From an optimization exercise on the open Yosys and OpenROAD flow, aimed at small area; shortcuts taken in it are not production practice. Where RTL was checked, it was by simulation tests only, not by an equivalence proof against the original. The RTL of runs 1 and 2 was laid out without a check of its function. Power is estimated from default activity; no workload was simulated. The clock port is modelled as an ideal driver; clocking choices that lean on that would not hold on a real chip.

==> design.v <==
package sweep_pkg;
  localparam int IDX_W  = 5;
  localparam int DATA_W = 32;
  localparam int NREGS  = 32;
  localparam logic [IDX_W-1:0] CNT_MAX = 5'd31;
  typedef enum logic [2:0] {
    IDLE,
    SEEN1,
    UP,
    DOWN,
    REPORT
  } state_e;
  typedef struct packed {
    logic [IDX_W-1:0]  count;
    logic [IDX_W-1:0]  first;
    logic [IDX_W-1:0]  last;
    logic              dir;
    logic              err;
    logic [DATA_W-1:0] cks;
  } sweep_t;
endpackage
import sweep_pkg::*;
module regfile32
(
  input  logic              clock,
  input  logic              reset,
  input  logic [IDX_W-1:0]  waddr,
  input  logic [DATA_W-1:0] wdata,
  input  logic [IDX_W-1:0]  raddr,
  output logic [DATA_W-1:0] rdata
);
  logic [NREGS-1:1][DATA_W-1:0] mem_q;
  logic [NREGS-1:1]             vld_q;
  logic [NREGS-1:1]             we;
  logic [NREGS-1:1]             sel;
  for (genvar i = 1; i < NREGS; i++) begin : g_reg
    assign we[i]  = (waddr == IDX_W'(i));
    assign sel[i] = vld_q[i] && (raddr == IDX_W'(i));
    always_ff @(posedge clock) begin
      if (we[i]) begin
        mem_q[i] <= wdata;
      end
    end
    always_ff @(posedge clock or negedge reset) begin
      if (!reset) begin
        vld_q[i] <= 1'b0;
      end else if (we[i]) begin
        vld_q[i] <= 1'b1;
      end
    end
  end
  logic [9:0][DATA_W-1:0] grp_n;
  for (genvar g = 0; g < 10; g++) begin : g_grp
    for (genvar b = 0; b < DATA_W; b++) begin : g_bit
      aoi222 u_aoi (
        .a0 (sel[3*g+1]), .a1 (mem_q[3*g+1][b]),
        .b0 (sel[3*g+2]), .b1 (mem_q[3*g+2][b]),
        .c0 (sel[3*g+3]), .c1 (mem_q[3*g+3][b]),
        .y  (grp_n[g][b])
      );
    end
  end
  always_comb begin
    rdata = {DATA_W{sel[NREGS-1]}} & mem_q[NREGS-1];
    for (int g = 0; g < 10; g++) begin
      rdata = rdata | ~grp_n[g];
    end
  end
endmodule
module aoi222
(
  input  logic a0, a1, b0, b1, c0, c1,
  output logic y
);
  assign y = !((a0 && a1) || (b0 && b1) || (c0 && c1));
endmodule
import sweep_pkg::*;
module sweep_recorder
(
  input  logic              clock,
  input  logic              reset,
  input  logic [IDX_W-1:0]  regnum,
  input  logic [DATA_W-1:0] wdata,
  input  logic              done,
  input  logic [IDX_W-1:0]  rsel,
  output logic [DATA_W-1:0] rdata,
  output logic              sweep_valid,
  output logic [IDX_W-1:0]  sweep_count,
  output logic [IDX_W-1:0]  sweep_first,
  output logic [IDX_W-1:0]  sweep_last,
  output logic              sweep_dir,
  output logic              sweep_err,
  output logic [DATA_W-1:0] checksum
);
  logic act_q, rep_q, up_q, dn_q, done_prev_q;
  logic act_d, up_d, dn_d;
  logic [IDX_W-1:0]  cnt_q, first_q, last_q;
  logic              err_q;
  logic [DATA_W-1:0] cks_q;
  logic [IDX_W-1:0]  cnt_d, first_d, last_d;
  logic              err_d;
  logic [DATA_W-1:0] cks_d;
  logic [IDX_W-1:0]  rpt_cnt_q, rpt_first_q, rpt_last_q;
  logic              rpt_dir_q, rpt_err_q;
  logic [DATA_W-1:0] rpt_cks_q;
  logic [DATA_W-1:0] rpt_cks_d;
  logic idle, wr, is_new, step_up, step_dn, seen1, bad, take, ld;
  regfile32 u_rf (
    .clock (clock),
    .reset (reset),
    .waddr (regnum),
    .wdata (wdata),
    .raddr (rsel),
    .rdata (rdata)
  );
  assign idle    = !act_q && !rep_q;
  assign wr      = (regnum != '0);
  assign is_new  = act_q && wr && (regnum != last_q);
  assign step_up = (regnum == last_q + 5'd1);
  assign step_dn = (regnum == last_q - 5'd1);
  assign seen1   = !up_q && !dn_q;
  assign bad     = seen1 ? !(step_up || step_dn) :
                   up_q  ? !step_up : !step_dn;
  assign ld      = idle || is_new;    
  assign take    = done && !done_prev_q && !rep_q;
  always_comb begin
    act_d   = idle ? wr : act_q;
    up_d    = act_q && (up_q || (seen1 && is_new && step_up));
    dn_d    = act_q && (dn_q || (seen1 && is_new && step_dn));
    first_d = idle ? regnum : first_q;
    last_d  = ld ? regnum : last_q;
    err_d   = act_q && (err_q || (is_new && bad));
    if (idle) begin
      cnt_d = {4'd0, wr};
    end else if (is_new && cnt_q != CNT_MAX) begin
      cnt_d = cnt_q + 5'd1;
    end else begin
      cnt_d = cnt_q;
    end
  end
  for (genvar b = 0; b < DATA_W; b++) begin : g_cks
    cks_bit u_cks (
      .act  (act_q),
      .en   (ld && wr),
      .c    (cks_q[b]),
      .w    (wdata[b]),
      .take (take),
      .r    (rpt_cks_q[b]),
      .c_d  (cks_d[b]),
      .r_d  (rpt_cks_d[b])
    );
  end
  always_ff @(posedge clock) begin
    up_q    <= up_d;
    dn_q    <= dn_d;
    cnt_q   <= cnt_d;
    first_q <= first_d;
    last_q  <= last_d;
    err_q   <= err_d;
    cks_q   <= cks_d;
  end
  always_ff @(posedge clock or negedge reset) begin
    if (!reset) begin
      act_q       <= 1'b0;
      rep_q       <= 1'b0;
      done_prev_q <= 1'b0;
      rpt_cnt_q   <= '0;
      rpt_first_q <= '0;
      rpt_last_q  <= '0;
      rpt_dir_q   <= 1'b0;
      rpt_err_q   <= 1'b0;
      rpt_cks_q   <= '0;
    end else begin
      done_prev_q <= done;
      rep_q       <= take;
      act_q       <= act_d && !take && !rep_q;
      rpt_cks_q   <= rpt_cks_d;
      if (take) begin
        rpt_cnt_q   <= cnt_d;
        rpt_first_q <= first_d;
        rpt_last_q  <= last_d;
        rpt_dir_q   <= up_d;
        rpt_err_q   <= err_d;
      end
    end
  end
  assign sweep_valid = rep_q;
  assign sweep_count = rpt_cnt_q;
  assign sweep_first = rpt_first_q;
  assign sweep_last  = rpt_last_q;
  assign sweep_dir   = rpt_dir_q;
  assign sweep_err   = rpt_err_q;
  assign checksum    = rpt_cks_q;
endmodule
module cks_bit
(
  input  logic act, en, c, w, take, r,
  output logic c_d, r_d
);
  logic x;
  assign x   = (act && c) ^ (en && w);
  assign c_d = x;
  mux2x u_mux (.s (take), .a (x), .b (r), .y (r_d));
endmodule
module mux2x
(
  input  logic s, a, b,
  output logic y
);
  assign y = s ? a : b;
endmodule
==> flow/run.sh <==
#!/bin/bash
# The standard layout (standard.sh) with these changes:
#  - synthesis maps with ABC's speed script minus its buffer and upsize passes
#    (a copy of ORFS's scripts folder, edited here, in ./scripts); the flip-flops
#    and the rest of synthesis are unchanged,
#  - clock tree synthesis without dummy loads (sink clusters as in config.mk),
#  - port buffers of the smallest buffer cell (repair may still resize them).
# make's output goes to flow_make.log here; ORFS keeps each tool's own log under orfs/logs/.
set -euo pipefail
rm -rf scripts
cp -r "$FLOW_HOME/scripts" scripts
sed -i -e '/^buffer -c$/d' -e '/^upsize -c$/d' scripts/abc_speed.script
export CTS_ARGS="-sink_clustering_enable -repair_clock_nets -dont_use_dummy_load -sink_clustering_size 28 -sink_clustering_max_diameter 80"
export BUFFER_PORTS_ARGS="-buffer_cell sky130_fd_sc_hd__buf_1"
bash standard.sh "SCRIPTS_DIR=$PWD/scripts" finish > flow_make.log 2>&1
==> standard.sh <==
#!/bin/bash
# synth_recipe.tcl (not shown) runs the flow's synth.tcl, then flattens the netlist and writes it again
# the make line also repeats each setting of config.mk as NAME=value (left out here)
make -C /OpenROAD-flow-scripts/flow DESIGN_CONFIG=/design/flow/config.mk WORK_HOME=/design/flow/orfs CLKGATE_MAP_FILE= SYNTH_SCRIPT=/design/flow/synth_recipe.tcl "${@:-finish}"
==> config.mk <==
export PLATFORM = sky130hd
export DESIGN_NAME = sweep_recorder
export DESIGN_NICKNAME = sweep_recorder
export VERILOG_FILES = /design/flow/design.v
export SDC_FILE = /design/flow/constraint.sdc
export NUM_CORES = 4
export LEC_CHECK = 0
export CAP_MARGIN = 20
export CORE_MARGIN = 2
export CORE_UTILIZATION = 50
export CTS_CLUSTER_DIAMETER = 80
export CTS_CLUSTER_SIZE = 28
export SLEW_MARGIN = 20
export SYNTH_HIERARCHICAL = 1
==> constraint.sdc <==
create_clock -name core_clock -period 7.0 [get_ports {clock}]
set_input_delay 1.4000 -clock core_clock [delete_from_list [all_inputs] [get_ports {clock}]]
set_output_delay 1.4000 -clock core_clock [all_outputs]
set_load 0.01 [all_outputs]
==> results of run 1 <==
## final cells by class
class / instances / area [sq um]
fill: 5909 / 34300
multi-input combinational: 822 / 6740
inverter: 5 / 18.8
sequential: 1125 / 32900
timing repair buffer: 221 / 1260
clock buffer: 49 / 1230
tap: 1040 / 1300
## Yosys stat by module, one instance, submodules excluded
module | flip-flops and latches | cell area, sq um | copies in the design
regfile32 | 1023 | 32100 | 1
cks_bit | 0 | 16.3 | 32
mux2x | 0 | 11.3 | 32
aoi222 | 0 | 10.0 | 320
sweep_recorder | 102 | 3160 | 1
## layer usage
metal	wire [microns]	vias up	global-route usage	share of wire
met1	43700	11592	0.390	0.39
met4	3720	8	0.0886	0.033
met3	12700	173	0.0526	0.11
li1	-	9108	-	-
met5	55	-	0	0.00049
met2	52300	1439	0.434	0.47
## where the power goes
group	switching, mW	internal (mW)
Clock	1.90	1.26
Combinational	0.625	0.291
Sequential	0.132	7.63
## Yosys cell counts, drive strengths merged, types with 5 or more instances
cell and instances:
mux2 45, and2 6, a2111o 32, o21ai 7
and3 34, xnor2 10, nor2 41, nor3 6
or2 29, nor2b 11, edfxtp 992, a222oi 320
nand2 127, nand3b 5, xor2 36, nand4 65
dfxtp 50, clkinv 5, dfrtp 83
## cell families (layout without fill, tap and decap cells)
| family | after synthesis | in the layout | share of synthesized area |
|---|---|---|---|
| flops | 1125 | 1125 | 0.835 |
| compound gates | 382 | 382 | 0.0957 |
| simple gates | 343 | 343 | 0.0441 |
| mux | 47 | 47 | 0.0134 |
| xor+xnor | 46 | 46 | 0.0102 |
| buf+inv | 5 | 275 | 0.000477 |
| fa+ha+maj | 4 | 4 | 0.00127 |
## worst max-delay path: stages
cell	delay [ps]
buf_1	210
nor2b_1	140
and2_0	250
and3_1	490
a222oi_1	550
nand4_1	500
a2111o_1	500
buf_1	140
## through the flow
step | area (sq um) | std cells | util
after global routing | 43400 | 3262 | 0.559
after global placement | 42100 | 3209 | 0.541
final | 43400 | 3262 | 0.559
after floorplan | 39400 | 1952 | -
after detailed placement | 42200 | 3213 | 0.543
after CTS | 43400 | 3262 | 0.559
## sequential cells by signal, summed over array words and instances (netlist names), 5 cells and up
register     count
rpt_first_q      5
rpt_last_q       5
u_rf.vld_q      31
last_q           5
cnt_q            5
cks_q           32
rpt_cks_q       32
rpt_cnt_q        5
first_q          5
u_rf.mem_q     992
## cell usage in the layout, fill, tap and decap left out, drive strengths merged, types with 32 or more instances in the layout
cell    count
a2111o     32
a222oi    320
and3       34
buf       219
clkbuf     51
dfrtp      83
dfxtp      50
edfxtp    992
mux2       45
nand2     127
nand4      65
nor2       41
xor2       36
## how the worst max path moves through the flow
stage                     startpoint   endpoint  slack, ps
after floorplan              rsel[1]  rdata[30]       2520
after global placement       rsel[2]  rdata[23]       1550
after detailed placement     rsel[2]  rdata[19]       1500
after CTS                    rsel[2]  rdata[19]       1500
after global routing         rsel[0]   rdata[2]       1320
final                        rsel[2]  rdata[22]       1410
==> metrics.cfg, run 1 <==
[outcome]
status = no timing/DRC/antenna violations

[die]
fp.dieW_microns = 285
core_area_sq_um = 77700
rows = 102
die_h_microns = 285
initial_utilization = 0.507
dieArea_sq_um = 81000
io_pins = 127

[power]
totalPowerFinal_mw = 11.8
vdd_drop_max_mv = 0.229
p_leak_nw = 13.9
pwr_density_cell_nw_per_um2 = 272

[setup_path]
rr_worst_depth = 7
cp.arrival_ps = 4190
required_ps = 5600
setup.worst_path.end_class = primary output
r2r_setup_slack_ps = 3600
r2r-start = last_q[2]
path_class = in -> out
worstPathMaxFanout = 14
reg2reg_to = rpt_cks_q[5]
start_kind = primary input

[timing]
grt_setup_unrepaired = false
timing.setup.tns_ps = 0
slew_headroom = 0.203
period_share = 0.799
layout_setup_ws_ps = 1410
fin_skew_ps = 36.1
drv_slew = 0
whs_ps = 467
finalCriticalPeriod_ps = 5590
tightest_slew_ps = 1200
max_freq_mhz = 179
setup_viol = 0
hold_viol = 0

[clock_network]
cts_hold_buf = 0
cts_setup_buffers = 0
htree_levels = 2
ctsRootBufferMaster = clkbuf_16
cts_tree = yes
clk_latency_ps = 620
cts_buffers = 49
clk_pin_slew_ps = 80
clk_path_buf_depth = 3
cts.sinks = 1125
cts_resized = 0

[grt]
grt_pass1_vias = 22275
antenna_found_initial = 6
grt_use_total = 0.275
grt_pass1_wl_mm = 159
grt_remaining_overflow = 0
grt_max_degree = 47

[layout]
antenna_cells = 0
syn2layout_area_growth_pct = 10.3
drive_above_1_share = 0.0887
nets = 2273

[synthesis]
yosys-top-cells-area = edfxtp_1, a222oi_1, dfrtp_1
synthCells = 1952
synthDistinctLibCells = 43
synth_top_area_share = 0.757
ys.flop_type = edfxtp_1
ys_warn_count = 8
synth.avg_cell_area_sq_um = 20.2
syn_nets = 2001
synth_top_area_cell = edfxtp_1
ys_seq_area_frac = 0.835
synth_seq_cells = 1125
syn_area_sq_um = 39400
synth_edf_count = 992
async_reset_ff_frac = 0.0738

[hold_path]
hold_depth = 2
worstHoldStart = err_q
hp-class = reg -> reg
hold-path-endpoint = err_q

[detailed_routing]
viasPerCell = 6.84
drt_iter0_drc = 4376
wl_per_cell_microns = 34.5
drc_errors = 0
drt_first_pass_iters = 11
wirelength_mm = 112
dr_total_vias = 22320
ant_nets = 0

[place]
place_ws_ps = 1500
place.gp.congestion = 0.809
dpl.hpwl_mm = 63.6
port_buffers = 126

[flow_run]
maxCapViolCount = 0

==> run 2, diff against run 1 <==
--- a/design.v
+++ b/design.v
@@ -34,11 +34,19 @@
   logic [NREGS-1:1]             we;
   logic [NREGS-1:1]             sel;
+  logic [NREGS-1:1]             we_n;
+  logic [NREGS-1:1][DATA_W-1:0] mem_d;
   for (genvar i = 1; i < NREGS; i++) begin : g_reg
-    assign we[i]  = (waddr == IDX_W'(i));
-    assign sel[i] = vld_q[i] && (raddr == IDX_W'(i));
+    assign we[i]   = (waddr == IDX_W'(i));
+    assign we_n[i] = !we[i];
+    assign sel[i]  = vld_q[i] && (raddr == IDX_W'(i));
+    for (genvar b = 0; b < DATA_W; b++) begin : g_bit
+      ao22 u_hold (
+        .a0 (we[i]),   .a1 (wdata[b]),
+        .b0 (we_n[i]), .b1 (mem_q[i][b]),
+        .y  (mem_d[i][b])
+      );
+    end
     always_ff @(posedge clock) begin
-      if (we[i]) begin
-        mem_q[i] <= wdata;
-      end
+      mem_q[i] <= mem_d[i];
     end
     always_ff @(posedge clock or negedge reset) begin
@@ -74,4 +82,11 @@
 );
   assign y = !((a0 && a1) || (b0 && b1) || (c0 && c1));
+endmodule
+module ao22
+(
+  input  logic a0, a1, b0, b1,
+  output logic y
+);
+  assign y = (a0 && a1) || (b0 && b1);
 endmodule
 import sweep_pkg::*;
@@ -105,4 +120,6 @@
   logic [DATA_W-1:0] rpt_cks_q;
   logic [DATA_W-1:0] rpt_cks_d;
+  logic [IDX_W-1:0]  rpt_cnt_d, rpt_first_d, rpt_last_d;
+  logic              rpt_dir_d, rpt_err_d;
   logic idle, wr, is_new, step_up, step_dn, seen1, bad, take, ld;
   regfile32 u_rf (
@@ -151,4 +168,15 @@
     );
   end
+  logic [3*IDX_W+1:0] rpt_new, rpt_old, rpt_nxt;
+  assign rpt_new = {cnt_d, first_d, last_d, up_d, err_d};
+  assign rpt_old = {rpt_cnt_q, rpt_first_q, rpt_last_q, rpt_dir_q, rpt_err_q};
+  assign {rpt_cnt_d, rpt_first_d, rpt_last_d, rpt_dir_d, rpt_err_d} = rpt_nxt;
+  for (genvar b = 0; b < 3*IDX_W+2; b++) begin : g_rpt
+    ao22 u_hold (
+      .a0 (take),  .a1 (rpt_new[b]),
+      .b0 (!take), .b1 (rpt_old[b]),
+      .y  (rpt_nxt[b])
+    );
+  end
   always_ff @(posedge clock) begin
     up_q    <= up_d;
@@ -176,11 +204,9 @@
       act_q       <= act_d && !take && !rep_q;
       rpt_cks_q   <= rpt_cks_d;
-      if (take) begin
-        rpt_cnt_q   <= cnt_d;
-        rpt_first_q <= first_d;
-        rpt_last_q  <= last_d;
-        rpt_dir_q   <= up_d;
-        rpt_err_q   <= err_d;
-      end
+      rpt_cnt_q   <= rpt_cnt_d;
+      rpt_first_q <= rpt_first_d;
+      rpt_last_q  <= rpt_last_d;
+      rpt_dir_q   <= rpt_dir_d;
+      rpt_err_q   <= rpt_err_d;
     end
   end
@@ -201,11 +227,4 @@
   assign x   = (act && c) ^ (en && w);
   assign c_d = x;
-  mux2x u_mux (.s (take), .a (x), .b (r), .y (r_d));
-endmodule
-module mux2x
-(
-  input  logic s, a, b,
-  output logic y
-);
-  assign y = s ? a : b;
-endmodule
+  ao22 u_hold (.a0 (take), .a1 (x), .b0 (!take), .b1 (r), .y (r_d));
+endmodule
==> flow/run.sh (replaced) <==
#!/bin/bash
# The standard layout (standard.sh) with these changes:
#  - synthesis maps with ABC's speed script minus its buffer and upsize passes
#    (a copy of ORFS's scripts folder, edited here, in ./scripts); the flip-flops
#    and the rest of synthesis are unchanged,
#  - clock tree synthesis without dummy loads and larger sink clusters,
#  - port buffers of the smallest buffer cell (repair may still resize them).
# make's output goes to flow_make.log here; ORFS keeps each tool's own log under orfs/logs/.
set -euo pipefail
rm -rf scripts
cp -r "$FLOW_HOME/scripts" scripts
sed -i -e '/^buffer -c$/d' -e '/^upsize -c$/d' scripts/abc_speed.script
export CTS_ARGS="-sink_clustering_enable -repair_clock_nets -dont_use_dummy_load -sink_clustering_size 32 -sink_clustering_max_diameter 80"
export BUFFER_PORTS_ARGS="-buffer_cell sky130_fd_sc_hd__buf_1"
bash standard.sh "SCRIPTS_DIR=$PWD/scripts" finish > flow_make.log 2>&1
==> config.mk (replaced) <==
export PLATFORM = sky130hd
export DESIGN_NAME = sweep_recorder
export DESIGN_NICKNAME = sweep_recorder
export VERILOG_FILES = /design/flow/design.v
export SDC_FILE = /design/flow/constraint.sdc
export NUM_CORES = 4
export LEC_CHECK = 0
export CAP_MARGIN = 15
export CORE_MARGIN = 2
export CORE_UTILIZATION = 70
export SLEW_MARGIN = 15
export SYNTH_HIERARCHICAL = 1
==> run 2 against run 1 <==
  * Power grew 16%
  * Via count rose by 46%
  * Utilization up 21 points
  * Clock power decreased by 6.7%
  * Register-to-register slack improved by 530 ps
  * Maximum frequency fell by 3.6%
  * Critical path depth grew 1
  * Design area fell by 4.2%
  * Sequential power rose by 12%
  * Count of clock-buffer cells in the layout down 8
  * Worst setup slack got worse by 210 ps
  * Worst hold slack better by 5.2 ps
  * Largest cell class unchanged
==> metrics.cfg, run 2 <==
[outcome]
status = no timing/DRC/antenna violations

[layout]
syn2layout_area_growth_pct = 9.05
drive_above_1_share = 0.0568
layout_commonest_cell = dfxtp_1
nets = 3306
largestRegisters = u_rf.mem_q x992, cks_q x32, rpt_cks_q x32
largest-register = u_rf.mem_q
final_core_util = 0.773
largest_reg_flops = 992
layout_common_cells = dfxtp_1, a22o_1, a222oi_1

[synthesis]
yosys-top-cells-area = dfxtp_1, a22o_1, a222oi_1
syn_nets = 3024
synthCells = 2975
async_reset_ff_frac = 0.0738
synth.avg_cell_area_sq_um = 12.8
synth_top_area_cell = dfxtp_1
ys_warn_count = 8
syn_area_sq_um = 38200
ys.flop_type = dfxtp_1
synth_seq_cells = 1125
synth_edf_count = 0
ys_seq_area_frac = 0.601
yosysMostFrequentCell = dfxtp_1
synth_top_area_share = 0.547
synthDistinctLibCells = 33
synthTopCellsByCount = dfxtp_1, a22o_1, a222oi_1, nand2_1, dfrtp_1

[setup_path]
path_class = in -> out
setup.worst_path.end_class = primary output
required_ps = 5600
cp.arrival_ps = 4400
worstPathMaxFanout = 21
start_kind = primary input

[place]
place.gp.congestion = 0.932
place_ws_ps = 1490
port_buffers = 126
dpl.hpwl_mm = 75.5

[power]
p_leak_nw = 18.1
totalPowerFinal_mw = 13.7
vdd_drop_max_mv = 0.300
pwr_density_cell_nw_per_um2 = 330

[timing]
drv_slew = 0
max_freq_mhz = 172
hold_viol = 0
whs_ps = 472
slew_headroom = 0.127
grt_setup_unrepaired = false
layout_setup_ws_ps = 1200
fin_skew_ps = 26.5
setup_viol = 0
tightest_slew_ps = 1310
timing.setup.tns_ps = 0
period_share = 0.829
finalCriticalPeriod_ps = 5800

[flow_run]
maxCapViolCount = 0

[die]
fp.dieW_microns = 237
die_h_microns = 237
rows = 85
io_pins = 127
core_area_sq_um = 53800
dieArea_sq_um = 56400
initial_utilization = 0.709

[grt]
grt_pass1_wl_mm = 196
grt_remaining_overflow = 0
antenna_found_initial = 6
grt_max_degree = 53
met1_usage = 0.607
grt_pass1_vias = 31447
grt_use_met2 = 0.653
grt_use_total = 0.456
top_usage_layer = met2
grtUsageMet3 = 0.146

[clock_network]
cts_buffers = 41
cts_tree = yes
cts.sinks = 1125
htree_levels = 2
cts_hold_buf = 0
cts_resized = 0
ctsRootBufferMaster = clkbuf_16
cts_setup_buffers = 0
clk_latency_ps = 620
clk_pin_slew_ps = 110
clk_path_buf_depth = 3

[detailed_routing]
dr_total_vias = 32617
wl_per_cell_microns = 33.9
viasPerCell = 8.25
drt_iter0_drc = 7038
wirelength_mm = 134
drc_errors = 0
drt_first_pass_iters = 8
ant_nets = 0

[hold_path]
hp-class = reg -> reg

[run 2: cell types whose count changed after synthesis, moves of 32 or more]
cell / delta
a22o_1: +1041
dfxtp_1: +992
edfxtp_1: -992
clkinv_1: +64
mux2_1: -35
nor2_1: -32
[run 2: logic make-up (layout without fill, tap and decap cells)]
logic type | after synthesis | in the layout | share of synthesized area
adder cells (fa/ha/maj) | 4 | 4 | 0.00131
XOR/XNOR | 44 | 44 | 0.0101
flip-flops | 1125 | 1125 | 0.601
AO/OA/AOI/OAI | 1412 | 1412 | 0.336
multiplexers | 12 | 12 | 0.00348
buffers and inverters | 69 | 349 | 0.00679
AND/OR/NAND/NOR | 309 | 309 | 0.0415
other | 0 | 3 | 0
[run 2: final timing paths]
check                                endpoint  slack, ps          start  cells past startpoint
worst max register to register  rpt_cks_q[31]       4130          act_q                      7
worst min register to register  u_rf.vld_q[5]        470  u_rf.vld_q[5]                      1
min in group asynchronous        rpt_cnt_q[2]        740          reset                      1
max in group asynchronous       rpt_cks_q[31]       5160          reset                      2
worst max-delay path                rdata[23]       1200        rsel[0]                      9
worst min-delay path            u_rf.vld_q[5]        470  u_rf.vld_q[5]                      1
[run 2: per-stage QoR]
stage / cells / instance area, sq um
2_1_floorplan: 2975 / 38200
3_3_place_gp: 3900 / 40300
3_5_place_dp: 3910 / 40600
4_1_cts: 3951 / 41600
5_1_grt: 3951 / 41600
6_report: 3954 / 41600
[run 2: critical path: stages]
cell,delay [ps]
buf_1,190
nor2b_1,390
nor2b_1,440
and3_1,730
buf_4,480
a222oi_1,130
nand4_1,320
a2111o_1,140
buf_1,170
[run 2: per-layer routing]
metal | share of wire | wire length, microns
met1 | 0.37 | 49200
met2 | 0.42 | 56000
met3 | 0.15 | 20300
met4 | 0.063 | 8470
met5 | 0.0011 | 154
[run 2: report_power, final]
part,internal (mW),switching (mW)
registers,7.84,0.824
clock network,1.07,1.87
logic,1.08,1.03
total,9.99,3.72
[run 2: Yosys stat by module, one instance, submodules excluded]
module	cells inside	flip-flops and latches
cks_bit	4	0
regfile32	1303	1023
aoi222	1	0
sweep_recorder	183	102
ao22	1	0
[run 2: cell type report]
| class | count | area [sq um] |
|---|---|---|
| Inverter | 69 | 260 |
| Tap cell | 696 | 871 |
| Timing Repair Buffer | 239 | 1550 |
| Fill cell | 3522 | 12200 |
| Sequential cell | 1125 | 22900 |
| Antenna cell | 3 | 7.51 |
| Multi-Input combinational cell | 1781 | 15000 |
| Clock buffer | 41 | 1030 |
==> run 3, diff against run 2 <==
--- a/design.v
+++ b/design.v
@@ -36,4 +36,15 @@
   logic [NREGS-1:1]             we_n;
   logic [NREGS-1:1][DATA_W-1:0] mem_d;
+  logic                         ph_q;
+  logic [DATA_W-1:0]            wx_n;
+  logic [DATA_W-1:0]            raw;
+  always_ff @(posedge clock or negedge reset) begin
+    if (!reset) begin
+      ph_q <= 1'b0;
+    end else begin
+      ph_q <= !ph_q;
+    end
+  end
+  assign wx_n = wdata ^ {DATA_W{ph_q}};
   for (genvar i = 1; i < NREGS; i++) begin : g_reg
     assign we[i]   = (waddr == IDX_W'(i));
@@ -41,7 +52,7 @@
     assign sel[i]  = vld_q[i] && (raddr == IDX_W'(i));
     for (genvar b = 0; b < DATA_W; b++) begin : g_bit
-      ao22 u_hold (
-        .a0 (we[i]),   .a1 (wdata[b]),
-        .b0 (we_n[i]), .b1 (mem_q[i][b]),
+      oai22 u_hold (
+        .a0 (mem_q[i][b]), .a1 (we[i]),
+        .b0 (we_n[i]),     .b1 (wx_n[b]),
         .y  (mem_d[i][b])
       );
@@ -70,9 +81,10 @@
   end
   always_comb begin
-    rdata = {DATA_W{sel[NREGS-1]}} & mem_q[NREGS-1];
+    raw = {DATA_W{sel[NREGS-1]}} & mem_q[NREGS-1];
     for (int g = 0; g < 10; g++) begin
-      rdata = rdata | ~grp_n[g];
-    end
-  end
+      raw = raw | ~grp_n[g];
+    end
+  end
+  assign rdata = raw ^ {DATA_W{ph_q && (sel != '0)}};
 endmodule
 module aoi222
@@ -83,10 +95,10 @@
   assign y = !((a0 && a1) || (b0 && b1) || (c0 && c1));
 endmodule
-module ao22
+module oai22
 (
   input  logic a0, a1, b0, b1,
   output logic y
 );
-  assign y = (a0 && a1) || (b0 && b1);
+  assign y = !((a0 || a1) && (b0 || b1));
 endmodule
 import sweep_pkg::*;
@@ -229,2 +241,9 @@
   ao22 u_hold (.a0 (take), .a1 (x), .b0 (!take), .b1 (r), .y (r_d));
 endmodule
+module ao22
+(
+  input  logic a0, a1, b0, b1,
+  output logic y
+);
+  assign y = (a0 && a1) || (b0 && b1);
+endmodule
--- a/config.mk
+++ b/config.mk
@@ -6,7 +6,8 @@
 export NUM_CORES = 4
 export LEC_CHECK = 0
-export CAP_MARGIN = 15
+export CAP_MARGIN = 20
 export CORE_MARGIN = 2
-export CORE_UTILIZATION = 70
-export SLEW_MARGIN = 15
+export CORE_UTILIZATION = 60
+export SETUP_SLACK_MARGIN = 0.2
+export SLEW_MARGIN = 10
 export SYNTH_HIERARCHICAL = 1
==> run 3 against run 2 <==
  * Count of clock-buffer cells in the layout up 3
  * Die area rose by 11%
  * Maximum frequency down 15%
  * Combinational power increased by 13%
  * Design area hardly changed
  * Clock power up 3%
  * Synthesized cell count up 3.5%
  * Via count increased by 0.40%
  * Worst hold slack worse by 23 ps
  * Area after synthesis shrank 4.4%
==> metrics.cfg, run 3 <==
[outcome]
status = no timing/DRC/antenna violations

[setup_path]
crit_buf_inv = 4
path_class = in -> out
max_stage_delay_ps = 700
cp.arrival_ps = 5410
setup.worst_path.end_class = primary output
slowest_stage = a222oi_1
rr_worst_depth = 3
worstPathMaxFanout = 18
r2r_setup_slack_ps = 3670
reg2reg_to = u_rf.mem_q[455]
r2r-start = u_rf.ph_q
cp_top_family = simple AND/OR/NAND/NOR gates
crit_path_cell_trace = buf_1 -> nor2_1 -> and2_0 -> and3_1 -> buf_4 -> a222oi_1 -> nand4_1 -> a2111oi_0 -> buf_4 -> xor2_1 -> buf_1
crit_start = rsel[3]
required_ps = 5600
start_kind = primary input

[clock_network]
cts.sinks = 1126
cts_setup_buffers = 0
cts_buffers = 44
clk_latency_ps = 630
cts_tree = yes
cts_resized = 0
htree_levels = 2
cts_hold_buf = 0
ctsRootBufferMaster = clkbuf_16
clk_pin_slew_ps = 90
clk_path_buf_depth = 3

[synthesis]
synth_top_area_cell = dfxtp_1
syn_nets = 3128
yosys-top-cells-area = dfxtp_1, o22ai_1, a222oi_1
synthTopCellsByCount = dfxtp_1, o22ai_1, a222oi_1, nand2_1, xor2_1
ys_warn_count = 8
synth.avg_cell_area_sq_um = 11.8
synth_seq_cells = 1126
synthCells = 3079
ys_seq_area_frac = 0.630
synth_edf_count = 0
ys.flop_type = dfxtp_1
async_reset_ff_frac = 0.0746
synthDistinctLibCells = 38
syn_area_sq_um = 36500
synth_top_area_share = 0.572
yosysMostFrequentCell = dfxtp_1

[timing]
timing.setup.tns_ps = 0
drv_slew = 0
finalCriticalPeriod_ps = 6810
setup_viol = 0
grt_setup_unrepaired = true
slew_headroom = 0.177
fin_skew_ps = 59.3
period_share = 0.973
hold_viol = 0
tightest_slew_ps = 1200
whs_ps = 449
max_freq_mhz = 147

[grt]
grt_use_met2 = 0.589
grt_pass1_vias = 30866
grt_use_total = 0.407
grt_pass1_wl_mm = 196
top_usage_layer = met2
met1_usage = 0.550
grtUsageMet3 = 0.106
grt_remaining_overflow = 0
antenna_found_initial = 4
grt_max_degree = 70

[power]
power_frac_seq = 0.626
pwr_density_cell_nw_per_um2 = 348
p_sw_mw = 4.13
p_leak_nw = 15.2
comb_power_share = 0.165
p_int_mw = 10.4
p_sw_frac = 0.285
power.share.clock = 0.209
vdd_drop_max_mv = 0.226

[die]
initial_utilization = 0.605
die_h_microns = 251
io_pins = 127
rows = 90
fp.dieW_microns = 251
dieArea_sq_um = 62800
core_area_sq_um = 60200

[hold_path]
hold_depth = 1
hold-path-endpoint = u_rf.mem_q[416]
worstHoldStart = u_rf.mem_q[416]
hp-class = reg -> reg

[detailed_routing]
viasPerCell = 7.82
dr_total_vias = 32747
drt_iter0_drc = 6290
wirelength_mm = 133
ant_nets = 0
drt_first_pass_iters = 13
drc_errors = 0
wl_per_cell_microns = 31.8

[place]
place.gp.congestion = 0.982
dp.cells = 4122
dpl.hpwl_mm = 83.7
port_buffers = 126

[layout]
largest-register = u_rf.mem_q
regArea_sq_um = 23000
largestRegisters = u_rf.mem_q x992, cks_q x32, rpt_cks_q x32
layout_commonest_cell = dfxtp_1
fill_cells = 4509
drive_above_1_share = 0.0716
largest_reg_flops = 992
layout_common_cells = dfxtp_1, o22ai_1, a222oi_1
multiInputGateArea_sq_um = 13900
finalNonFillerCells = 4190
nets = 3457
final_core_util = 0.691
syn2layout_area_growth_pct = 14.2

[flow_run]
maxCapViolCount = 0

## run 3: changes by cell type in the layout (fill, tap and decap cells not counted), sizes merged, moves of 13 or more
cell | previous run | this run
a2111o | 32 | 0
a2111oi | 1 | 33
a22o | 1041 | 51
buf | 212 | 282
clkbuf | 68 | 45
nand3 | 1 | 14
o22ai | 0 | 993
xor2 | 36 | 100
## run 3: metrics by stage
stage	power, mW	setup slack, ps	area, sq um
2_1_floorplan	10.4	450	36500
3_3_place_gp	11.2	373	39400
3_5_place_dp	11.4	378	40000
4_1_cts	14.4	384	41100
5_1_grt	15.0	190	41600
6_report	14.5	192	41600
## run 3: area by class of cell
class | instances | area share
flip-flops and latches | 1126 | 0.552
multi-input cells | 1883 | 0.333
repair buffers | 283 | 0.0593
clock buffers | 44 | 0.0264
well taps | 782 | 0.0235
inverters | 70 | 0.00631
diodes | 2 | 0.000120
## run 3: cell families (layout without fill, tap and decap cells)
group	count (synthesis)	in the layout	share of synthesized area
simple gates	327	327	0.0459
other cells	0	2	0
mux	21	21	0.00662
buf+inv	70	397	0.00721
fa+ha+maj	4	4	0.00137
flops	1126	1126	0.630
xor+xnor	108	108	0.0259
compound gates	1423	1423	0.283
## run 3: worst max-delay path by stage
stage | to | slack, ps | depth (start not counted)
after floorplan | rdata[0] | 450 | 6
after global placement | rdata[22] | 370 | 11
after detailed placement | rdata[22] | 380 | 11
after CTS | rdata[22] | 380 | 11
after global routing | rdata[4] | 190 | 11
final | rdata[4] | 190 | 11
## run 3: modules after synthesis (local to each module, per instance)
module	cell area, sq um	copies in the design	flops+latches	cells inside
regfile32	23100	1	1024	1407
sweep_recorder	2880	1	102	183
cks_bit	20.0	32	0	4
aoi222	10.0	320	0	1
ao22	8.76	49	0	1
oai22	6.26	992	0	1
## run 3: power groups by stage
stage	Combinational, mW	Sequential, mW	Clock (mW)
finish	2.39	9.07	3.04
global placement	2.16	9.06	0
global route	2.54	9.23	3.25
floorplan	1.48	8.94	0
detailed placement	2.30	9.15	0
CTS	2.29	9.02	3.04
## run 3: per-layer routing
layer,vias to the layer above,share of wire
met5,-,0.00017
met4,4,0.057
met2,2355,0.44
met1,16309,0.38
li1,13745,-
met3,334,0.13
==> run 4, diff against run 3 <==
--- a/config.mk
+++ b/config.mk
@@ -6,8 +6,7 @@
 export NUM_CORES = 4
 export LEC_CHECK = 0
-export CAP_MARGIN = 20
+export CAP_MARGIN = 10
 export CORE_MARGIN = 2
 export CORE_UTILIZATION = 60
-export SETUP_SLACK_MARGIN = 0.2
 export SLEW_MARGIN = 10
 export SYNTH_HIERARCHICAL = 1
==> run 4 against run 3 <==
  * Synthesized cell count unchanged
  * Sequential power about the same
  * Area after synthesis unchanged
  * Die area unchanged
  * Non-clock buffer count down 40
  * Combinational power down 2%
  * Count of clock-buffer cells in the layout down 1
  * Still clean on timing, DRC and antenna
  * Cell count down 0.98%
  * Worst setup slack worse by 110 ps
  * Worst hold slack worse by 4.6 ps
  * Clock skew down 2.6 ps
  * Power down 0.61%
==> metrics.cfg, run 4 <==
[power]
p_leak_nw = 14.8
power.share.clock = 0.209
p_sw_frac = 0.285
vdd_drop_max_mv = 0.259
p_sw_mw = 4.10
pwr_density_cell_nw_per_um2 = 355
power_frac_seq = 0.629
totalPowerFinal_mw = 14.4
p_int_mw = 10.3
comb_power_share = 0.162

[setup_path]
slowest_stage = a2111oi_1
cp.arrival_ps = 5520
path_class = in -> out
r2r-start = u_rf.ph_q
crit_start = rsel[0]
max_stage_delay_ps = 670
start_kind = primary input
setup.worst_path.end_class = primary output
crit_path_cell_trace = buf_1 -> and2_0 -> nor2b_1 -> and3_1 -> buf_4 -> a222oi_1 -> nand4_1 -> a2111oi_1 -> buf_4 -> xor2_1 -> buf_1
required_ps = 5600
worstPathMaxFanout = 20

[detailed_routing]
drt_iter0_drc = 6082
dr_total_vias = 32635
wirelength_mm = 133
wl_per_cell_microns = 32.0
viasPerCell = 7.87
ant_nets = 0
drc_errors = 0
drt_first_pass_iters = 10

[hold_path]
hp-class = reg -> reg
worstHoldStart = u_rf.mem_q[310]

[layout]
largest-register = u_rf.mem_q
layout_common_cells = dfxtp_1, o22ai_1, a222oi_1
largest_reg_flops = 992
multiInputGateArea_sq_um = 13900
drive_above_1_share = 0.0615
final_area_sq_um = 40600
layout_commonest_cell = dfxtp_1
largestRegisters = u_rf.mem_q x992, cks_q x32, rpt_cks_q x32
syn2layout_area_growth_pct = 11.3
regArea_sq_um = 23000
nets = 3416
fill_cells = 4660
final_core_util = 0.674

[synthesis]
ys_warn_count = 8
synth_top_area_cell = dfxtp_1
synthCells = 3079
synthTopCellsByCount = dfxtp_1, o22ai_1, a222oi_1, nand2_1, xor2_1
ys_seq_area_frac = 0.630
yosysMostFrequentCell = dfxtp_1
synthDistinctLibCells = 38
synth_top_area_share = 0.572
syn_area_sq_um = 36500
async_reset_ff_frac = 0.0746
yosys-top-cells-area = dfxtp_1, o22ai_1, a222oi_1
syn_nets = 3128
synth_edf_count = 0
synth.avg_cell_area_sq_um = 11.8
synth_seq_cells = 1126
ys.flop_type = dfxtp_1

[timing]
hold_viol = 0
finalCriticalPeriod_ps = 6920
whs_ps = 445
timing.setup.tns_ps = 0
tightest_slew_ps = 1380
grt_setup_unrepaired = false
slew_headroom = 0.0786
max_freq_mhz = 144
drv_slew = 0
fin_skew_ps = 56.7
period_share = 0.989
setup_viol = 0

[grt]
grt_max_degree = 70
antenna_found_initial = 5
grt_use_total = 0.405
grt_pass1_vias = 30506
grt_remaining_overflow = 0
grt_pass1_wl_mm = 195

[flow_run]
maxCapViolCount = 0

[clock_network]
cts_tree = yes
cts_buffers = 43
clk_path_buf_depth = 3
cts.sinks = 1126
cts_setup_buffers = 0
ctsRootBufferMaster = clkbuf_16
clk_pin_slew_ps = 40
clk_latency_ps = 630
htree_levels = 2

[place]
place.gp.congestion = 0.982
port_buffers = 126
dpl.hpwl_mm = 81.2
placed_area_sq_um = 39400

[die]
rows = 90
core_area_sq_um = 60200
dieArea_sq_um = 62800
fp.dieW_microns = 251
die_h_microns = 251
initial_utilization = 0.605
io_pins = 127

[outcome]
status = no timing/DRC/antenna violations

-- run 4: cell types whose count changed in the layout (fill, tap and decap cells not counted) --
cell / change
buf_8: -2
clkinv_1: -1
and3_1: -2
buf_16: -34
and3_2: +2
buf_12: -4
nand2_2: +1
nand2_1: -1
inv_2: +1
clkbuf_16: -1
-- run 4: timing repair --
item | CTS | global route
hold buffers | 0 | 0
endpoints found under the setup margin | 0 | 1
gates resized for setup | 0 | 1
endpoints found under the hold margin | 0 | 0
-- run 4: worst paths after layout --
check	to	slack, ps	cells past startpoint
min in group asynchronous	rpt_cks_q[16]	650	1
worst max register to register	u_rf.mem_q[28]	3440	3
worst min-delay path	u_rf.mem_q[310]	440	1
worst max-delay path	rdata[22]	80	11
max in group asynchronous	u_rf.ph_q	5010	2
worst min register to register	u_rf.mem_q[310]	440	1
-- run 4: final cells by class --
cell class              count  area share
flip-flops and latches   1126       0.566
clock buffers              43      0.0265
diodes                      2    0.000123
multi-input cells        1883       0.342
repair buffers            243      0.0351
inverters                  70     0.00648
well taps                 782      0.0241
-- run 4: cells by family after synthesis --
family | share of synthesized area
xor gates and xnor gates | 0.0259
and+or+nand+nor | 0.0459
adders and majority gates | 0.00137
DFF | 0.630
AOI/OAI and AO/OA | 0.283
buffers and inverters | 0.00721
muxes | 0.00662
-- run 4: per-module statistics from Yosys (local to each module, per instance) --
module,flip-flops and latches,area [sq um],cells inside
ao22,0,8.76,1
aoi222,0,10.0,1
cks_bit,0,20.0,4
oai22,0,6.26,1
regfile32,1024,23100,1407
sweep_recorder,102,2880,183
-- run 4: critical path, delay by kind of cell --
kind                   cells  cell delay, ps
XOR/XNOR                   1             140
AO/OA/AOI/OAI              2            1320
AND/OR/NAND/NOR            4            1600
buffers and inverters      4            1040
-- run 4: power by group through the flow --
| stage | clock, mW | sequential (mW) | combinational [mW] |
|---|---|---|---|
| global placement | 0 | 9.06 | 2.16 |
| detailed placement | 0 | 9.15 | 2.28 |
| floorplan | 0 | 8.94 | 1.48 |
| CTS | 3.02 | 9.02 | 2.28 |
| global route | 3.22 | 9.22 | 2.49 |
| finish | 3.00 | 9.07 | 2.34 |
-- run 4: per-layer routing --
| metal | GRT usage | routed length [microns] |
|---|---|---|
| met4 | 0.211 | 8150 |
| met2 | 0.600 | 56900 |
| met3 | 0.111 | 17200 |
| met1 | 0.545 | 50300 |
| met5 | 0 | 92 |
-- run 4: through the flow --
stage | cells | setup WS (ps)
4_1_cts | 4143 | 205
6_report | 4149 | 78.4
3_5_place_dp | 4100 | 224
2_1_floorplan | 3079 | 450
5_1_grt | 4147 | 85.1
3_3_place_gp | 4100 | 373
==> run 5, diff against run 4 <==
--- a/flow/run.sh
+++ b/flow/run.sh
@@ -11,5 +11,5 @@
 cp -r "$FLOW_HOME/scripts" scripts
 sed -i -e '/^buffer -c$/d' -e '/^upsize -c$/d' scripts/abc_speed.script
-export CTS_ARGS="-sink_clustering_enable -repair_clock_nets -dont_use_dummy_load -sink_clustering_size 32 -sink_clustering_max_diameter 80"
+export CTS_ARGS="-sink_clustering_enable -repair_clock_nets -dont_use_dummy_load -sink_clustering_size 31 -sink_clustering_max_diameter 80"
 export BUFFER_PORTS_ARGS="-buffer_cell sky130_fd_sc_hd__buf_1"
 bash standard.sh "SCRIPTS_DIR=$PWD/scripts" finish > flow_make.log 2>&1
--- a/config.mk
+++ b/config.mk
@@ -6,7 +6,7 @@
 export NUM_CORES = 4
 export LEC_CHECK = 0
-export CAP_MARGIN = 10
+export CAP_MARGIN = 14
 export CORE_MARGIN = 2
-export CORE_UTILIZATION = 60
+export CORE_UTILIZATION = 62
 export SLEW_MARGIN = 10
 export SYNTH_HIERARCHICAL = 1
==> run 5 against run 4 <==
  * Highest routed layer unchanged
  * Design area up 1.2%
  * Cell count up 0.29%
  * Sequential share of layout area shrank 0.65 points
  * Worst setup slack better by 460 ps
  * Synthesized cell count unchanged
  * Die area down 3.2%
  * Count of clock-buffer cells in the layout stayed put
  * Via count increased by 1.1%
  * Routed wire length grew 1.9%
==> metrics.cfg, run 5 <==
[power]
p_int_mw = 10.3
pwr_density_cell_nw_per_um2 = 353
p_sw_frac = 0.287
comb_power_share = 0.163
vdd_drop_max_mv = 0.315
p_sw_mw = 4.16
power.share.clock = 0.208
p_leak_nw = 15.0
power_frac_seq = 0.629

[synthesis]
synth_edf_count = 0
synth_seq_cells = 1126
synthDistinctLibCells = 38
yosysMostFrequentCell = dfxtp_1
synth_top_area_cell = dfxtp_1
ys.flop_type = dfxtp_1
yosys-top-cells-area = dfxtp_1, o22ai_1, a222oi_1
syn_area_sq_um = 36500
syn_nets = 3128
synthCells = 3079
synthTopCellsByCount = dfxtp_1, o22ai_1, a222oi_1, nand2_1, xor2_1
synth.avg_cell_area_sq_um = 11.8
async_reset_ff_frac = 0.0746
ys_seq_area_frac = 0.630
ys_warn_count = 8
synth_top_area_share = 0.572

[clock_network]
ctsRootBufferMaster = clkbuf_16
cts_hold_buf = 0
cts_tree = yes
cts.sinks = 1126
cts_setup_buffers = 0
clk_pin_slew_ps = 110
clk_path_buf_depth = 3
cts_buffers = 43
htree_levels = 2
cts_resized = 0
clk_latency_ps = 640

[layout]
largest_reg_flops = 992
finalNonFillerCells = 4161
largestRegisters = u_rf.mem_q x992, cks_q x32, rpt_cks_q x32
multiInputGateArea_sq_um = 13900
largest-register = u_rf.mem_q
regArea_sq_um = 23000
fill_cells = 4206
drive_above_1_share = 0.0698
layout_common_cells = dfxtp_1, o22ai_1, a222oi_1
layout_commonest_cell = dfxtp_1
syn2layout_area_growth_pct = 12.6
nets = 3445

[setup_path]
cp.arrival_ps = 5070
required_ps = 5600
path_class = in -> out
start_kind = primary input
worstPathMaxFanout = 17
setup.worst_path.end_class = primary output

[timing]
slew_headroom = 0.109
timing.setup.tns_ps = 0
tightest_slew_ps = 1340
drv_slew = 0
hold_viol = 0
setup_viol = 0
finalCriticalPeriod_ps = 6470
period_share = 0.924
grt_setup_unrepaired = false
max_freq_mhz = 155
fin_skew_ps = 40.3

[detailed_routing]
drc_errors = 0
drt_first_pass_iters = 10
wirelength_mm = 135
drt_iter0_drc = 6656
ant_nets = 0
wl_per_cell_microns = 32.5
dr_total_vias = 32996
viasPerCell = 7.93

[die]
fp.dieW_microns = 246
die_h_microns = 246
rows = 88
io_pins = 127
dieArea_sq_um = 60800
core_area_sq_um = 57900
initial_utilization = 0.629

[grt]
grt_max_degree = 58
grt_use_total = 0.430
antenna_found_initial = 8
grt_remaining_overflow = 0
grt_pass1_vias = 31233
grt_pass1_wl_mm = 197

[place]
dp.cells = 4102
place.gp.congestion = 0.955
dpl.hpwl_mm = 82.1
port_buffers = 126

[hold_path]
hp-class = reg -> reg

[outcome]
status = no timing/DRC/antenna violations

[flow_run]
maxCapViolCount = 0

==> run 5: per-stage QoR <==
stage	util	total power, mW	area (sq um)	setup slack, ps	hold slack [ps]
6_report	0.709	14.5	41000	534	448
5_1_grt	0.709	15.0	41000	399	459
4_1_cts	0.702	14.3	40700	740	445
3_5_place_dp	0.684	11.4	39600	759	433
3_3_place_gp	0.682	11.2	39500	680	425
2_1_floorplan	-	10.4	36500	450	418
==> run 5: worst max-delay path: stages <==
cell and delay [ps]:
buf_1 240, and2_0 370, and3_1 600, buf_4 330, a222oi_1 560, nand4_1 440, a2111oi_0 730, xor2_1 200
buf_1 180
==> run 5: cells by family after synthesis <==
family	synth area share
AO/OA/AOI/OAI	0.283
flip-flops	0.630
AND/OR/NAND/NOR	0.0459
XOR/XNOR	0.0259
buffers and inverters	0.00721
multiplexers	0.00662
adder cells (fa/ha/maj)	0.00137
==> run 5: modules after synthesis (local to each module, per instance) <==
module          flip-flops and latches  times used  cell area, sq um
regfile32                         1024           1             23100
sweep_recorder                     102           1              2880
ao22                                 0          49              8.76
oai22                                0         992              6.26
cks_bit                              0          32              20.0
aoi222                               0         320              10.0
==> run 5: final timing paths <==
path	startpoint	to	slack, ps	cells past startpoint
max	rsel[0]	rdata[12]	530	9
min	u_rf.mem_q[966]	u_rf.mem_q[966]	450	1
max reg2reg	u_rf.ph_q	u_rf.mem_q[568]	3570	3
min reg2reg	u_rf.mem_q[966]	u_rf.mem_q[966]	450	1
max in group asynchronous	reset	u_rf.vld_q[31]	5080	2
min in group asynchronous	reset	rpt_cks_q[12]	710	1
==> run 5: final cells by class <==
type | instances | area share
timing repair buffer | 272 | 0.0464
clock buffer | 43 | 0.0262
inverter | 70 | 0.00643
tap | 765 | 0.0233
sequential | 1126 | 0.560
antenna | 2 | 0.000122
multi-input combinational | 1883 | 0.338
==> run 5: metal layers <==
metal | GRT usage | share of wire | vias up
met5 | 0 | 0.00071 | -
met4 | 0.242 | 0.059 | 14
met3 | 0.115 | 0.13 | 418
met2 | 0.629 | 0.43 | 2577
met1 | 0.580 | 0.38 | 16268
li1 | - | - | 13719
==> run 5: power groups by stage <==
stage | sequential, mW | clock (mW) | combinational [mW]
CTS | 9.05 | 3.00 | 2.27
detailed placement | 9.18 | 0 | 2.27
global placement | 9.10 | 0 | 2.15
global route | 9.24 | 3.23 | 2.51
floorplan | 8.94 | 0 | 1.48
finish | 9.11 | 3.01 | 2.35
==> run 6, diff against run 5 <==
--- a/config.mk
+++ b/config.mk
@@ -6,7 +6,7 @@
 export NUM_CORES = 4
 export LEC_CHECK = 0
-export CAP_MARGIN = 14
+export CAP_MARGIN = 12
 export CORE_MARGIN = 2
-export CORE_UTILIZATION = 62
+export CORE_UTILIZATION = 64
 export SLEW_MARGIN = 10
 export SYNTH_HIERARCHICAL = 1
==> run 6 against run 5 <==
  * Synthesized cell count stayed put
  * Flip-flop and latch count did not move
  * Cell count is 0.79% lower
  * Sequential power fell by 0.4%
  * Worst setup slack lost 160 ps
  * Power fell by 0.76%
  * Count of clock-buffer cells in the layout is 1 lower
  * Critical path depth rose by 1
  * Clock skew down 18 ps
  * Highest routed layer unchanged
==> metrics.cfg, run 6 <==
[layout]
fill_cells = 4149
syn2layout_area_growth_pct = 11.1
largest-register = u_rf.mem_q
multiInputGateArea_sq_um = 13700
drive_above_1_share = 0.0629
regArea_sq_um = 23000
layout_common_cells = dfxtp_1, o22ai_1, a222oi_1
finalNonFillerCells = 4128
nets = 3419
largest_reg_flops = 992
final_core_util = 0.718
layout_commonest_cell = dfxtp_1
largestRegisters = u_rf.mem_q x992, cks_q x32, rpt_cks_q x32

[synthesis]
syn_area_sq_um = 36500
synthTopCellsByCount = dfxtp_1, o22ai_1, a222oi_1, nand2_1, xor2_1
ys_warn_count = 8
yosys-top-cells-area = dfxtp_1, o22ai_1, a222oi_1
synthCells = 3079
synthDistinctLibCells = 38
async_reset_ff_frac = 0.0746
synth_edf_count = 0
ys.flop_type = dfxtp_1
synth_top_area_share = 0.572
ys_seq_area_frac = 0.630
synth_seq_cells = 1126
syn_nets = 3128
synth_top_area_cell = dfxtp_1
yosysMostFrequentCell = dfxtp_1
synth.avg_cell_area_sq_um = 11.8

[setup_path]
setup.worst_path.end_class = primary output
required_ps = 5600
crit_start = rsel[1]
cp.arrival_ps = 5220
path_class = in -> out
cp_top_family = compound AO/OA/AOI/OAI gates
r2r-start = u_rf.ph_q
max_stage_delay_ps = 1040
start_kind = primary input
crit_buf_inv = 3
worstPathMaxFanout = 23
crit_path_cell_trace = buf_1 -> nor2b_1 -> nor2b_1 -> and3_1 -> buf_4 -> a222oi_1 -> nand4_1 -> a2111oi_0 -> xor2_1 -> buf_1
slowest_stage = a2111oi_0

[timing]
finalCriticalPeriod_ps = 6620
tightest_slew_ps = 1400
drv_slew = 0
slew_headroom = 0.0694
grt_setup_unrepaired = false
hold_viol = 0
max_freq_mhz = 151
period_share = 0.946
timing.setup.tns_ps = 0
setup_viol = 0
fin_skew_ps = 22.0

[clock_network]
cts_setup_buffers = 0
clk_latency_ps = 620
clk_pin_slew_ps = 90
cts_resized = 0
htree_levels = 2
cts.sinks = 1126
clk_path_buf_depth = 3
ctsRootBufferMaster = clkbuf_16
cts_tree = yes
cts_hold_buf = 0
cts_buffers = 42

[detailed_routing]
drc_errors = 0
wirelength_mm = 134
dr_total_vias = 33023
wl_per_cell_microns = 32.4
viasPerCell = 8.00
ant_nets = 0
drt_iter0_drc = 6757
drt_first_pass_iters = 10

[power]
vdd_drop_max_mv = 0.306
p_leak_nw = 14.8
pwr_density_cell_nw_per_um2 = 355

[place]
dp.cells = 4076
dpl.hpwl_mm = 79.5
place.gp.congestion = 0.949
port_buffers = 126

[die]
core_area_sq_um = 56400
fp.dieW_microns = 243
rows = 87
dieArea_sq_um = 58900
io_pins = 127
die_h_microns = 243
initial_utilization = 0.647

[hold_path]
worstHoldStart = u_rf.mem_q[303]
hp-class = reg -> reg

[grt]
antenna_found_initial = 11
grt_pass1_wl_mm = 196
grt_remaining_overflow = 0
grt_use_total = 0.434
grt_pass1_vias = 31583
grt_max_degree = 54

[outcome]
status = no timing/DRC/antenna violations

[flow_run]
maxCapViolCount = 0

==> run 6: cell count changes in the layout (fill, tap and decap cells not counted), moves of 2 or more <==
cell / change
buf_4: -15
xor2_4: -12
xor2_2: +12
buf_16: -9
diode_2: +2
==> run 6: layout make-up <==
cell class              instances  share of cell area
repair buffers                247              0.0377
diodes                          4            0.000247
flip-flops and latches       1126               0.567
well taps                     756              0.0234
multi-input cells            1883               0.339
inverters                      70             0.00652
clock buffers                  42              0.0259
==> run 6: where the power goes <==
part	leakage (nW)	internal (mW)	switching [mW]	total, mW
clock network	0.518	1.09	1.88	2.97
registers	9.81	8.13	0.944	9.07
logic	4.45	1.04	1.28	2.32
==> run 6: metal layers <==
| metal | wire length [microns] | vias to the layer above | track usage | part of all wire |
|---|---|---|---|---|
| met5 | 123 | - | 0.0123 | 0.00092 |
| met4 | 8420 | 6 | 0.256 | 0.063 |
| met3 | 18900 | 444 | 0.126 | 0.14 |
| met2 | 57400 | 2670 | 0.635 | 0.43 |
| met1 | 48800 | 16236 | 0.573 | 0.37 |
| li1 | - | 13667 | - | - |
==> run 6: cell families after synthesis <==
family,count (synthesis),share of synthesized area
mux,21,0.00662
fa+ha+maj,4,0.00137
compound gates,1423,0.283
xor+xnor,108,0.0259
simple gates,327,0.0459
buf+inv,70,0.00721
flops,1126,0.630
==> run 6: metrics by stage <==
stage                     area [sq um]  setup WS (ps)  power (mW)  hold WS [ps]
after floorplan                  36500            450        10.4           418
after CTS                        40300            586        14.2           449
after global placement           39300            545        11.2           426
after detailed placement         39300            606        11.4           433
final                            40500            378        14.4           448
after global routing             40500            373        14.9           457
==> run 6: worst paths after layout <==
path	endpoint	slack (ps)	cells past startpoint
max	rdata[26]	380	10
min	u_rf.mem_q[303]	450	1
max reg2reg	u_rf.mem_q[851]	3760	3
min reg2reg	u_rf.mem_q[303]	450	1
max in group asynchronous	u_rf.ph_q	5090	2
min in group asynchronous	u_rf.vld_q[7]	780	1
==> run 6: per-module statistics from Yosys (local to each module, per instance) <==
module | copies in the design | area, sq um | flops+latches
regfile32 | 1 | 23100 | 1024
ao22 | 49 | 8.76 | 0
oai22 | 992 | 6.26 | 0
cks_bit | 32 | 20.0 | 0
sweep_recorder | 1 | 2880 | 102
aoi222 | 320 | 10.0 | 0

-- re-timing with driven ports --
The flow's constraints put no driver on any port. The routed layouts listed below were extracted and timed again, unchanged, in two steps.
Step 1: set_driving_cell puts a clkbuf_16 on clock and a buf_2 on each other input, an assumption about the parent block.
Step 2, shift: input delay + t, output delay - t, t = (earliest + latest rising clock arrival at the registers) / 2. This alone moves slack from input paths to output paths.
Slacks: ideal ports / drivers / drivers and shift; pairs: ideal ports / drivers.
| run | shift t [ns] | slack for setup (ns) | clock arrival spread, ns | cell pins on the clock port's net |
|---|---|---|---|---|
| run 1 | 0.680 | 1.407 / 1.348 / 1.348 | 0.060 / 0.060 | 1 |
| run 2 | 0.674 | 1.196 / 1.102 / 1.102 | 0.036 / 0.036 | 1 |
| run 3 | 0.672 | 0.192 / 0.091 / 0.091 | 0.075 / 0.075 | 1 |
| run 4 | 0.679 | 0.078 / 0.013 / 0.013 | 0.073 / 0.073 | 1 |
| run 5 | 0.686 | 0.534 / 0.461 / 0.461 | 0.048 / 0.048 | 1 |
| run 6 | 0.681 | 0.378 / 0.281 / 0.281 | 0.041 / 0.042 | 1 |
After both steps every run listed still meets setup and hold. For run 3, which loses most, drivers alone change the setup slack by -0.101 ns; drivers and shift together by -0.101 ns.
